This design comes from an exercise in tuning for small area, a short achievable clock period and few clock cycles per item on the open sky130 flow, not from production work.
RTL that was checked went through simulation tests only; none was proved equivalent to the original.

==> inputs of trial 17 <==
Design systolic_mm_top, start of the top module:
module systolic_mm_top (
   input  logic         clk,
   input  logic         rst,
   input  logic         in_valid,
   output logic         in_ready,
   input  logic [31:0]  a_col,
   input  logic [31:0]  b_row,
   output logic         out_valid,
   input  logic         out_ready,
   output logic [287:0] c,
   output logic         busy
);
==> flow/config.mk <==
export PLATFORM = sky130hd
export DESIGN_NAME = systolic_mm_top
export DESIGN_NICKNAME = systolic_mm_top
export VERILOG_FILES = /design/flow/design.v
export SDC_FILE = /design/flow/constraint.sdc
export NUM_CORES = 4
export LEC_CHECK = 0
export CAP_MARGIN = 20
export CORE_MARGIN = 2
export CORE_UTILIZATION = 60
export SETUP_SLACK_MARGIN = 3
export SLEW_MARGIN = 20
==> flow/constraint.sdc <==
create_clock -name core_clock -period 7.0 [get_ports {clk}]
set_input_delay 1.4000 -clock core_clock [delete_from_list [all_inputs] [get_ports {clk}]]
set_output_delay 1.4000 -clock core_clock [all_outputs]
set_load 0.01 [all_outputs]
standard.sh (not shown) runs the stock make flow with config.mk's settings and CLKGATE_MAP_FILE= SYNTH_SCRIPT=/design/flow/synth_recipe.tcl, a recipe that flattens the netlist after the stock synthesis.
==> flow/flow/run.sh <==
#!/bin/bash
# Own layout flow: the standard ORFS flow, with the port buffers that
# placement inserts on every input and output made plain buf_2 cells instead
# of the delay buffers the standard choice picks. Every tool's output goes to
# a log file of its own here (ORFS's per-step logs stay under orfs/logs).
set -euo pipefail
export BUFFER_PORTS_ARGS="-buffer_cell sky130_fd_sc_hd__buf_2"
bash standard.sh synth > synth.log 2>&1
bash standard.sh > layout.log 2>&1
==> trial 38: changes against trial 17 <==
==> flow/flow/run.sh (replaced) <==
#!/bin/bash
# Own layout flow: the standard ORFS flow, with the port buffers that
# placement inserts on every input and output made plain buf_1 cells instead
# of the delay buffers the standard choice picks. Every tool's output goes to
# a log file of its own here (ORFS's per-step logs stay under orfs/logs).
set -euo pipefail
export BUFFER_PORTS_ARGS="-buffer_cell sky130_fd_sc_hd__buf_1"
bash standard.sh synth > synth.log 2>&1
bash standard.sh > layout.log 2>&1
- CORE_UTILIZATION: 60 -> 75
==> comparison <==
- Of trial 38 and trial 17, trial 38 has the higher global-route usage (gap 6.5 points).
- Of trial 38 and trial 17, trial 38 has the higher non-clock buffer count (gap 2).
- Synthesized area is the same in trial 17 and trial 38.
==> figures <==
Outcome: trial 38 no timing/DRC/antenna violations; trial 17 no timing/DRC/antenna violations
Vias: trial 38 38.9k; trial 17 37.6k
Global-route met3 utilization: trial 38 0.106; trial 17 0.0673
Placed cell area: trial 38 51000 µm²; trial 17 51800 µm²
M1 WL: trial 38 54.0 mm; trial 17 64.3 mm
Clock buffers and inverters, area share: trial 38 0.0314; trial 17 0.0319
Global placement routability congestion: trial 38 0.927; trial 17 0.871
Testbench counts of trial 17, summed over its fixed seeds: cycles 1,552, matrices 384.
Testbench counts of trial 38, summed over its fixed seeds: cycles 1,552, matrices 384.

---

==> v15: inputs <==
==> flow/design.v <==
package systolic_pkg;
   typedef enum logic [1:0] {
      IDLE  = 2'd0,
      LOAD  = 2'd1,
      DRAIN = 2'd2,
      DONE  = 2'd3
   } state_e;
   function automatic integer clog2(input integer value);
      clog2 = $clog2(value);
   endfunction
   function automatic integer acc_width(input integer data_width, input integer size);
      acc_width = (2 * data_width) + $clog2(size);
   endfunction
endpackage
module systolic_pe_acc (
   input  logic [7:0]  a,
   input  logic [3:0]  one,
   input  logic [3:0]  two,
   input  logic [3:0]  neg,
   input  logic        first,
   input  logic [17:0] acc,
   input  logic [1:0]  cy,
   output logic [17:0] sum,
   output logic [1:0]  cy_out
);
   logic pp0_0, pp0_1, pp0_2, pp0_3, pp0_4, pp0_5, pp0_6, pp0_7, pp0_8, pp1_0, pp1_1, pp1_2, pp1_3, pp1_4, pp1_5, pp1_6, pp1_7, pp1_8, pp2_0, pp2_1, pp2_2, pp2_3, pp2_4, pp2_5, pp2_6, pp2_7, pp2_8, pp3_0, pp3_1, pp3_2, pp3_3, pp3_4, pp3_5, pp3_6, pp3_7, pp3_8, s1, c2, s3, c4, s5, c6, s7, c8, s9, c10, s11, c12, s13, c14, s15, c16, s17, c18, s19, c20, s21, c22, s23, c24, s25, c26, s27, c28, s29, c30, s31, c32, s33, c34, s35, c36, s37, c38, s39, c40, s41, c42, s43, c44, s45, c46, s47, c48, s49, c50, s51, c52, s53, c54, s55, c56, s57, c58, s59, c60, s61, c62, s63, c64, s65, c66, s67, c68, s69, c70, s71, c72;
   logic [17:0] acc_in;
   logic [1:0]  cy_in;
   assign acc_in = first ? 18'd175104 : acc;
   assign cy_in  = first ? 2'd0 : cy;
   assign pp0_0 = (one[0] & a[0]) ^ neg[0];
   assign pp0_1 = ((one[0] & a[1]) | (two[0] & a[0])) ^ neg[0];
   assign pp0_2 = ((one[0] & a[2]) | (two[0] & a[1])) ^ neg[0];
   assign pp0_3 = ((one[0] & a[3]) | (two[0] & a[2])) ^ neg[0];
   assign pp0_4 = ((one[0] & a[4]) | (two[0] & a[3])) ^ neg[0];
   assign pp0_5 = ((one[0] & a[5]) | (two[0] & a[4])) ^ neg[0];
   assign pp0_6 = ((one[0] & a[6]) | (two[0] & a[5])) ^ neg[0];
   assign pp0_7 = ((one[0] & a[7]) | (two[0] & a[6])) ^ neg[0];
   assign pp0_8 = ~(((one[0] & a[7]) | (two[0] & a[7])) ^ neg[0]);
   assign pp1_0 = (one[1] & a[0]) ^ neg[1];
   assign pp1_1 = ((one[1] & a[1]) | (two[1] & a[0])) ^ neg[1];
   assign pp1_2 = ((one[1] & a[2]) | (two[1] & a[1])) ^ neg[1];
   assign pp1_3 = ((one[1] & a[3]) | (two[1] & a[2])) ^ neg[1];
   assign pp1_4 = ((one[1] & a[4]) | (two[1] & a[3])) ^ neg[1];
   assign pp1_5 = ((one[1] & a[5]) | (two[1] & a[4])) ^ neg[1];
   assign pp1_6 = ((one[1] & a[6]) | (two[1] & a[5])) ^ neg[1];
   assign pp1_7 = ((one[1] & a[7]) | (two[1] & a[6])) ^ neg[1];
   assign pp1_8 = ~(((one[1] & a[7]) | (two[1] & a[7])) ^ neg[1]);
   assign pp2_0 = (one[2] & a[0]) ^ neg[2];
   assign pp2_1 = ((one[2] & a[1]) | (two[2] & a[0])) ^ neg[2];
   assign pp2_2 = ((one[2] & a[2]) | (two[2] & a[1])) ^ neg[2];
   assign pp2_3 = ((one[2] & a[3]) | (two[2] & a[2])) ^ neg[2];
   assign pp2_4 = ((one[2] & a[4]) | (two[2] & a[3])) ^ neg[2];
   assign pp2_5 = ((one[2] & a[5]) | (two[2] & a[4])) ^ neg[2];
   assign pp2_6 = ((one[2] & a[6]) | (two[2] & a[5])) ^ neg[2];
   assign pp2_7 = ((one[2] & a[7]) | (two[2] & a[6])) ^ neg[2];
   assign pp2_8 = ~(((one[2] & a[7]) | (two[2] & a[7])) ^ neg[2]);
   assign pp3_0 = (one[3] & a[0]) ^ neg[3];
   assign pp3_1 = ((one[3] & a[1]) | (two[3] & a[0])) ^ neg[3];
   assign pp3_2 = ((one[3] & a[2]) | (two[3] & a[1])) ^ neg[3];
   assign pp3_3 = ((one[3] & a[3]) | (two[3] & a[2])) ^ neg[3];
   assign pp3_4 = ((one[3] & a[4]) | (two[3] & a[3])) ^ neg[3];
   assign pp3_5 = ((one[3] & a[5]) | (two[3] & a[4])) ^ neg[3];
   assign pp3_6 = ((one[3] & a[6]) | (two[3] & a[5])) ^ neg[3];
   assign pp3_7 = ((one[3] & a[7]) | (two[3] & a[6])) ^ neg[3];
   assign pp3_8 = ~(((one[3] & a[7]) | (two[3] & a[7])) ^ neg[3]);
   assign s1 = acc_in[4] ^ pp0_4;
   assign c2 = acc_in[4] & pp0_4;
   assign s3 = acc_in[5] ^ pp0_5;
   assign c4 = acc_in[5] & pp0_5;
   assign s5 = acc_in[6] ^ pp0_6 ^ pp1_4;
   assign c6 = (acc_in[6] & pp0_6) | (acc_in[6] & pp1_4) | (pp0_6 & pp1_4);
   assign s7 = pp2_2 ^ pp3_0;
   assign c8 = pp2_2 & pp3_0;
   assign s9 = acc_in[7] ^ cy_in[0] ^ pp0_7;
   assign c10 = (acc_in[7] & cy_in[0]) | (acc_in[7] & pp0_7) | (cy_in[0] & pp0_7);
   assign s11 = pp1_5 ^ pp2_3 ^ pp3_1;
   assign c12 = (pp1_5 & pp2_3) | (pp1_5 & pp3_1) | (pp2_3 & pp3_1);
   assign s13 = acc_in[8] ^ pp0_8 ^ pp1_6;
   assign c14 = (acc_in[8] & pp0_8) | (acc_in[8] & pp1_6) | (pp0_8 & pp1_6);
   assign s15 = pp2_4 ^ pp3_2;
   assign c16 = pp2_4 & pp3_2;
   assign s17 = acc_in[9] ^ pp1_7 ^ pp2_5;
   assign c18 = (acc_in[9] & pp1_7) | (acc_in[9] & pp2_5) | (pp1_7 & pp2_5);
   assign s19 = acc_in[10] ^ pp1_8;
   assign c20 = acc_in[10] & pp1_8;
   assign s21 = acc_in[2] ^ pp0_2;
   assign c22 = acc_in[2] & pp0_2;
   assign s23 = acc_in[3] ^ pp0_3;
   assign c24 = acc_in[3] & pp0_3;
   assign s25 = s1 ^ pp1_2 ^ pp2_0;
   assign c26 = (s1 & pp1_2) | (s1 & pp2_0) | (pp1_2 & pp2_0);
   assign s27 = c2 ^ s3 ^ pp1_3;
   assign c28 = (c2 & s3) | (c2 & pp1_3) | (s3 & pp1_3);
   assign s29 = c4 ^ s5 ^ s7;
   assign c30 = (c4 & s5) | (c4 & s7) | (s5 & s7);
   assign s31 = c6 ^ c8 ^ s9;
   assign c32 = (c6 & c8) | (c6 & s9) | (c8 & s9);
   assign s33 = c10 ^ c12 ^ s13;
   assign c34 = (c10 & c12) | (c10 & s13) | (c12 & s13);
   assign s35 = c14 ^ c16 ^ s17;
   assign c36 = (c14 & c16) | (c14 & s17) | (c16 & s17);
   assign s37 = c18 ^ s19 ^ pp2_6;
   assign c38 = (c18 & s19) | (c18 & pp2_6) | (s19 & pp2_6);
   assign s39 = c20 ^ acc_in[11] ^ pp2_7;
   assign c40 = (c20 & acc_in[11]) | (c20 & pp2_7) | (acc_in[11] & pp2_7);
   assign s41 = acc_in[12] ^ cy_in[1] ^ pp2_8;
   assign c42 = (acc_in[12] & cy_in[1]) | (acc_in[12] & pp2_8) | (cy_in[1] & pp2_8);
   assign s43 = acc_in[0] ^ pp0_0;
   assign c44 = acc_in[0] & pp0_0;
   assign s45 = acc_in[1] ^ pp0_1;
   assign c46 = acc_in[1] & pp0_1;
   assign s47 = s21 ^ pp1_0 ^ neg[1];
   assign c48 = (s21 & pp1_0) | (s21 & neg[1]) | (pp1_0 & neg[1]);
   assign s49 = c22 ^ s23 ^ pp1_1;
   assign c50 = (c22 & s23) | (c22 & pp1_1) | (s23 & pp1_1);
   assign s51 = c24 ^ s25 ^ neg[2];
   assign c52 = (c24 & s25) | (c24 & neg[2]) | (s25 & neg[2]);
   assign s53 = c26 ^ s27 ^ pp2_1;
   assign c54 = (c26 & s27) | (c26 & pp2_1) | (s27 & pp2_1);
   assign s55 = c28 ^ s29 ^ neg[3];
   assign c56 = (c28 & s29) | (c28 & neg[3]) | (s29 & neg[3]);
   assign s57 = c30 ^ s31 ^ s11;
   assign c58 = (c30 & s31) | (c30 & s11) | (s31 & s11);
   assign s59 = c32 ^ s33 ^ s15;
   assign c60 = (c32 & s33) | (c32 & s15) | (s33 & s15);
   assign s61 = c34 ^ s35 ^ pp3_3;
   assign c62 = (c34 & s35) | (c34 & pp3_3) | (s35 & pp3_3);
   assign s63 = c36 ^ s37 ^ pp3_4;
   assign c64 = (c36 & s37) | (c36 & pp3_4) | (s37 & pp3_4);
   assign s65 = c38 ^ s39 ^ pp3_5;
   assign c66 = (c38 & s39) | (c38 & pp3_5) | (s39 & pp3_5);
   assign s67 = c40 ^ s41 ^ pp3_6;
   assign c68 = (c40 & s41) | (c40 & pp3_6) | (s41 & pp3_6);
   assign s69 = c42 ^ acc_in[13] ^ pp3_7;
   assign c70 = (c42 & acc_in[13]) | (c42 & pp3_7) | (acc_in[13] & pp3_7);
   assign s71 = acc_in[14] ^ pp3_8;
   assign c72 = acc_in[14] & pp3_8;
   assign {cy_out[0], sum[6:0]} = 8'({c54, c52, c50, c48, c46, c44, s43}) + 8'({s55, s53, s51, s49, s47, s45, neg[0]});
   assign {cy_out[1], sum[11:7]} = 6'({c64, c62, c60, c58, c56}) + 6'({s65, s63, s61, s59, s57});
   assign sum[17:12] = {acc_in[17], acc_in[16], c72, c70, c68, c66} + {1'b0, 1'b0, acc_in[15], s71, s69, s67};
endmodule
module systolic_mm_engine (
   input  logic         clk,
   input  logic         rst,
   input  logic         in_valid,
   output logic         in_ready,
   input  logic [31:0]  a_col,
   input  logic [31:0]  b_row,
   output logic         out_valid,
   input  logic         out_ready,
   output logic [287:0] c,
   output logic         busy
);
   logic [1:0]   kcnt_q;       
   logic         v1_q;         
   logic         first1_q;     
   logic         last1_q;      
   logic         ov_q;         
   logic [31:0]  a1_q;
   logic [287:0] acc_q;
   logic stall, accept, fire;
   assign stall    = v1_q & ov_q & ~out_ready;
   assign in_ready = ~stall;
   assign accept   = in_valid & ~stall;
   assign fire     = v1_q & ~stall;
   always_ff @(posedge clk or negedge rst) begin
      if (!rst) begin
         kcnt_q   <= 2'd0;
         v1_q     <= 1'b0;
         first1_q <= 1'b0;
         last1_q  <= 1'b0;
         ov_q     <= 1'b0;
      end else begin
         if (accept) kcnt_q <= kcnt_q + 2'd1;
         if (!stall) begin
            v1_q     <= accept;
            first1_q <= (kcnt_q == 2'd0);
            last1_q  <= (kcnt_q == 2'd3);
         end
         if (fire && last1_q) ov_q <= 1'b1;
         else if (out_ready)  ov_q <= 1'b0;
      end
   end
   logic [47:0] bd_s;     
   logic [47:0] bd1_q;
   for (genvar j = 0; j < 4; j++) begin : g_enc
      logic [8:0] bx;
      assign bx = {b_row[j*8 +: 8], 1'b0};
      for (genvar k = 0; k < 4; k++) begin : g_dig
         assign bd_s[(j*4+k)*3 + 2] = bx[2*k+2];
         assign bd_s[(j*4+k)*3 + 0] = bx[2*k+1] ^ bx[2*k];
         assign bd_s[(j*4+k)*3 + 1] = (bx[2*k+2] & ~bx[2*k+1] & ~bx[2*k]) |
                                      (~bx[2*k+2] & bx[2*k+1] & bx[2*k]);
      end
   end
   always_ff @(posedge clk) begin
      if (!stall) begin
         a1_q  <= a_col;
         bd1_q <= bd_s;
      end
   end
   logic [3:0] one_s [4];
   logic [3:0] two_s [4];
   logic [3:0] neg_s [4];
   for (genvar j = 0; j < 4; j++) begin : g_dig1
      for (genvar k = 0; k < 4; k++) begin : g_k
         assign one_s[j][k] = bd1_q[(j*4+k)*3 + 0];
         assign two_s[j][k] = bd1_q[(j*4+k)*3 + 1];
         assign neg_s[j][k] = bd1_q[(j*4+k)*3 + 2];
      end
   end
   for (genvar i = 0; i < 4; i++) begin : g_row
      for (genvar j = 0; j < 4; j++) begin : g_col
         localparam int IDX = (i*4 + j) * 18;
         logic [17:0] sum;
         logic [1:0]  cy_q, cy_out;
         systolic_pe_acc u_pe (
            .a      (a1_q[i*8 +: 8]),
            .one    (one_s[j]),
            .two    (two_s[j]),
            .neg    (neg_s[j]),
            .first  (first1_q),
            .acc    (acc_q[IDX +: 18]),
            .cy     (cy_q),
            .sum    (sum),
            .cy_out (cy_out)
         );
         always_ff @(posedge clk) begin
            if (fire) begin
               acc_q[IDX +: 18] <= sum;
               cy_q             <= cy_out;
            end
         end
         assign c[IDX +: 18] = acc_q[IDX +: 18] + {5'd0, cy_q[1], 4'd0, cy_q[0], 7'd0};
      end
   end
   assign out_valid = ov_q;
   assign busy      = v1_q | ov_q | (kcnt_q != 2'd0);
endmodule
module systolic_mm_top (
   input  logic         clk,
   input  logic         rst,
   input  logic         in_valid,
   output logic         in_ready,
   input  logic [31:0]  a_col,
   input  logic [31:0]  b_row,
   output logic         out_valid,
   input  logic         out_ready,
   output logic [287:0] c,
   output logic         busy
);
   systolic_mm_engine u_engine (
      .clk       (clk),
      .rst       (rst),
      .in_valid  (in_valid),
      .in_ready  (in_ready),
      .a_col     (a_col),
      .b_row     (b_row),
      .out_valid (out_valid),
      .out_ready (out_ready),
      .c         (c),
      .busy      (busy)
   );
endmodule
==> flow/flow/run.sh <==
#!/bin/bash
# Own layout flow: the standard ORFS flow, with the port buffers that
# placement inserts on every input and output made plain buf_2 cells instead
# of the delay buffers the standard choice picks. Every tool's output goes to
# a log file of its own here (ORFS's per-step logs stay under orfs/logs).
set -euo pipefail
export BUFFER_PORTS_ARGS="-buffer_cell sky130_fd_sc_hd__buf_2"
bash standard.sh synth > synth.log 2>&1
bash standard.sh > layout.log 2>&1
==> flow/standard.sh <==
#!/bin/bash
# synth_recipe.tcl (not shown) runs the flow's synth.tcl, then flattens the netlist and writes it again
# the make line also repeats each setting of config.mk as NAME=value (left out here)
make -C /OpenROAD-flow-scripts/flow DESIGN_CONFIG=/design/flow/config.mk WORK_HOME=/design/flow/orfs CLKGATE_MAP_FILE= SYNTH_SCRIPT=/design/flow/synth_recipe.tcl "${@:-finish}"
==> flow/config.mk <==
export PLATFORM = sky130hd
export DESIGN_NAME = systolic_mm_top
export DESIGN_NICKNAME = systolic_mm_top
export VERILOG_FILES = /design/flow/design.v
export SDC_FILE = /design/flow/constraint.sdc
export NUM_CORES = 4
export LEC_CHECK = 0
export CAP_MARGIN = 5
export CORE_MARGIN = 2
export CORE_UTILIZATION = 75
export SETUP_SLACK_MARGIN = 3
export SLEW_MARGIN = 5
==> flow/constraint.sdc <==
create_clock -name core_clock -period 7.0 [get_ports {clk}]
set_input_delay 1.4000 -clock core_clock [delete_from_list [all_inputs] [get_ports {clk}]]
set_output_delay 1.4000 -clock core_clock [all_outputs]
set_load 0.01 [all_outputs]
==> v1 (differences from v15) <==
--- a/flow/design.v
+++ b/flow/design.v
@@ -21,5 +21,3 @@
    input  logic [17:0] acc,
-   input  logic [1:0]  cy,
-   output logic [17:0] sum,
-   output logic [1:0]  cy_out
+   output logic [17:0] sum
 );
@@ -27,5 +25,3 @@
    logic [17:0] acc_in;
-   logic [1:0]  cy_in;
    assign acc_in = first ? 18'd175104 : acc;
-   assign cy_in  = first ? 2'd0 : cy;
    assign pp0_0 = (one[0] & a[0]) ^ neg[0];
@@ -74,6 +70,6 @@
    assign c8 = pp2_2 & pp3_0;
-   assign s9 = acc_in[7] ^ cy_in[0] ^ pp0_7;
-   assign c10 = (acc_in[7] & cy_in[0]) | (acc_in[7] & pp0_7) | (cy_in[0] & pp0_7);
-   assign s11 = pp1_5 ^ pp2_3 ^ pp3_1;
-   assign c12 = (pp1_5 & pp2_3) | (pp1_5 & pp3_1) | (pp2_3 & pp3_1);
+   assign s9 = acc_in[7] ^ pp0_7 ^ pp1_5;
+   assign c10 = (acc_in[7] & pp0_7) | (acc_in[7] & pp1_5) | (pp0_7 & pp1_5);
+   assign s11 = pp2_3 ^ pp3_1;
+   assign c12 = pp2_3 & pp3_1;
    assign s13 = acc_in[8] ^ pp0_8 ^ pp1_6;
@@ -106,4 +102,4 @@
    assign c40 = (c20 & acc_in[11]) | (c20 & pp2_7) | (acc_in[11] & pp2_7);
-   assign s41 = acc_in[12] ^ cy_in[1] ^ pp2_8;
-   assign c42 = (acc_in[12] & cy_in[1]) | (acc_in[12] & pp2_8) | (cy_in[1] & pp2_8);
+   assign s41 = acc_in[12] ^ pp2_8;
+   assign c42 = acc_in[12] & pp2_8;
    assign s43 = acc_in[0] ^ pp0_0;
@@ -138,5 +134,3 @@
    assign c72 = acc_in[14] & pp3_8;
-   assign {cy_out[0], sum[6:0]} = 8'({c54, c52, c50, c48, c46, c44, s43}) + 8'({s55, s53, s51, s49, s47, s45, neg[0]});
-   assign {cy_out[1], sum[11:7]} = 6'({c64, c62, c60, c58, c56}) + 6'({s65, s63, s61, s59, s57});
-   assign sum[17:12] = {acc_in[17], acc_in[16], c72, c70, c68, c66} + {1'b0, 1'b0, acc_in[15], s71, s69, s67};
+   assign sum[17:0] = {acc_in[17], acc_in[16], c72, c70, c68, c66, c64, c62, c60, c58, c56, c54, c52, c50, c48, c46, c44, s43} + {1'b0, 1'b0, acc_in[15], s71, s69, s67, s65, s63, s61, s59, s57, s55, s53, s51, s49, s47, s45, neg[0]};
 endmodule
@@ -216,3 +210,2 @@
          logic [17:0] sum;
-         logic [1:0]  cy_q, cy_out;
          systolic_pe_acc u_pe (
@@ -224,15 +217,10 @@
             .acc    (acc_q[IDX +: 18]),
-            .cy     (cy_q),
-            .sum    (sum),
-            .cy_out (cy_out)
+            .sum    (sum)
          );
          always_ff @(posedge clk) begin
-            if (fire) begin
-               acc_q[IDX +: 18] <= sum;
-               cy_q             <= cy_out;
-            end
+            if (fire) acc_q[IDX +: 18] <= sum;
          end
-         assign c[IDX +: 18] = acc_q[IDX +: 18] + {5'd0, cy_q[1], 4'd0, cy_q[0], 7'd0};
-      end
-   end
+      end
+   end
+   assign c         = acc_q;
    assign out_valid = ov_q;
--- a/flow/config.mk
+++ b/flow/config.mk
@@ -7,3 +7,3 @@
 export LEC_CHECK = 0
-export CAP_MARGIN = 5
+export CAP_MARGIN = 20
 export CORE_MARGIN = 2
@@ -11,2 +11,2 @@
 export SETUP_SLACK_MARGIN = 3
-export SLEW_MARGIN = 5
+export SLEW_MARGIN = 20
==> v35 (differences from v15) <==
==> flow/flow/run.sh (replaced) <==
#!/bin/bash
# Own layout flow: the standard ORFS flow with two changes.
# - The port buffers that placement puts on every input and output are plain
#   buf_2 cells instead of the delay buffers the default choice picks.
# - After global routing, gates off the critical paths are downsized
#   (ORFS's RECOVER_POWER step).
# Every tool's output goes to a log file of its own here; ORFS's per-step logs
# stay under orfs/logs.
set -euo pipefail
export BUFFER_PORTS_ARGS="-buffer_cell sky130_fd_sc_hd__buf_2"
export RECOVER_POWER=100
bash standard.sh synth > synth.log 2>&1
bash standard.sh > layout.log 2>&1
--- a/flow/config.mk
+++ b/flow/config.mk
@@ -7,6 +7,6 @@
 export LEC_CHECK = 0
-export CAP_MARGIN = 5
+export CAP_MARGIN = 20
 export CORE_MARGIN = 2
-export CORE_UTILIZATION = 75
+export CORE_UTILIZATION = 60
 export SETUP_SLACK_MARGIN = 3
-export SLEW_MARGIN = 5
+export SLEW_MARGIN = 20
==> v37 (differences from v15) <==
==> flow/run.sh (new file) <==
#!/bin/bash
# synth_recipe.tcl (not shown) runs the flow's synth.tcl, then flattens the netlist and writes it again
# the make line also repeats each setting of config.mk as NAME=value (left out here)
make -C /OpenROAD-flow-scripts/flow DESIGN_CONFIG=/design/flow/config.mk WORK_HOME=/design/flow/orfs CLKGATE_MAP_FILE= SYNTH_SCRIPT=/design/flow/synth_recipe.tcl finish
--- a/flow/config.mk
+++ b/flow/config.mk
@@ -7,6 +7,6 @@
 export LEC_CHECK = 0
-export CAP_MARGIN = 5
+export CAP_MARGIN = 20
 export CORE_MARGIN = 2
-export CORE_UTILIZATION = 75
+export CORE_UTILIZATION = 60
 export SETUP_SLACK_MARGIN = 3
-export SLEW_MARGIN = 5
+export SLEW_MARGIN = 20
removed: flow/flow/run.sh
removed: flow/standard.sh
==> results.sh <==
export IMPL_outcome="no timing/DRC/antenna violations"
export IMPL_synth_top_cells_by_area="sky130_fd_sc_hd__edfxtp_1 24%, sky130_fd_sc_hd__fa_1 18%, sky130_fd_sc_hd__ha_1 12%"
export IMPL_type_of_destination_of_the_critical_path="output port"
export IMPL_vias_per_cell=6.01
export IMPL_worst_setup_path_endpoint="c[233]"
export IMPL_final_clk_cell_share=0.0285
export IMPL_post_synthesis_compound_gate_area_fraction=0.129
the above is filed under v37

==> results.sh <==
export IMPL_type_of_destination_of_the_critical_path="register"
export IMPL_cap_viol_max_count=7
export IMPL_maxSlewViolCount=483
export IMPL_outcome="finished with violations"
export IMPL_post_synthesis_compound_gate_area_fraction=0.129
export IMPL_final_clk_cell_share=0.0324
export IMPL_layout_failed_checks="capacitance limit, slew limit"
the above is filed under v35

==> results.sh <==
export IMPL_synth_top_cells_by_area="sky130_fd_sc_hd__edfxtp_1 24%, sky130_fd_sc_hd__fa_1 18%, sky130_fd_sc_hd__ha_1 12%"
export IMPL_type_of_destination_of_the_critical_path="register"
export IMPL_final_clk_cell_share=0.0300
export IMPL_multiInputGateArea_um2=33900
export IMPL_outcome="no timing/DRC/antenna violations"
the above is filed under v15

==> results.sh <==
export IMPL_toolErrorMsg="[ERROR DPL-0038] Utilization greater than 100%, impossible to legalize"
export IMPL_synth_top_cells_by_area="sky130_fd_sc_hd__edfxtp_1 23%, sky130_fd_sc_hd__fa_1 16%, sky130_fd_sc_hd__ha_1 12%"
export IMPL_outcome="did not finish"
export IMPL_synth_top_family_by_area="adder cells"
export IMPL_flow_stopped_at="5_1_grt"
the above is filed under v1

Testbench counts of v15, summed over its fixed seeds: cycles 1,552, matrices 384.
Testbench counts of v35, summed over its fixed seeds: cycles 1,552, matrices 384.
Testbench counts of v37, summed over its fixed seeds: cycles 1,552, matrices 384.
No functional check of the RTL was part of v1.

what the ideal ports hide:
No port has a modelled driver above. Below, the same layouts with a new extraction and two added sets of constraints.
Step 1: set_driving_cell puts a clkbuf_16 on clk and a buf_2 on each other input, an assumption about the parent block.
Step 2, shift: input delay + t, output delay - t, t = (earliest + latest rising clock arrival at the registers) / 2. This alone moves slack from input paths to output paths.
Three values: ideal, step 1, step 2; two values: the first two.
run	shift t [ns]	slack for setup (ns)	hold WS [ns]	worst setup path at the end	cell pins on the clock port's net
trial 17	0.697	3.011 / 3.011 / 3.011	0.469 / 0.469 / 0.469	register to register	1
trial 38	0.689	2.988 / 2.988 / 2.988	0.486 / 0.486 / 0.486	register to register	1
v15	0.691	2.989 / 2.979 / 2.989	0.477 / 0.477 / 0.477	register to register	1
v35	0.700	1.751 / 1.801 / 1.101	0.469 / 0.469 / 0.469	input to register	1
v37	0.679	2.960 / 2.888 / 3.063	0.494 / 0.494 / 0.494	register to register	1
For v35, which loses most, drivers alone change the setup slack by +0.050 ns; drivers and shift together by -0.650 ns.
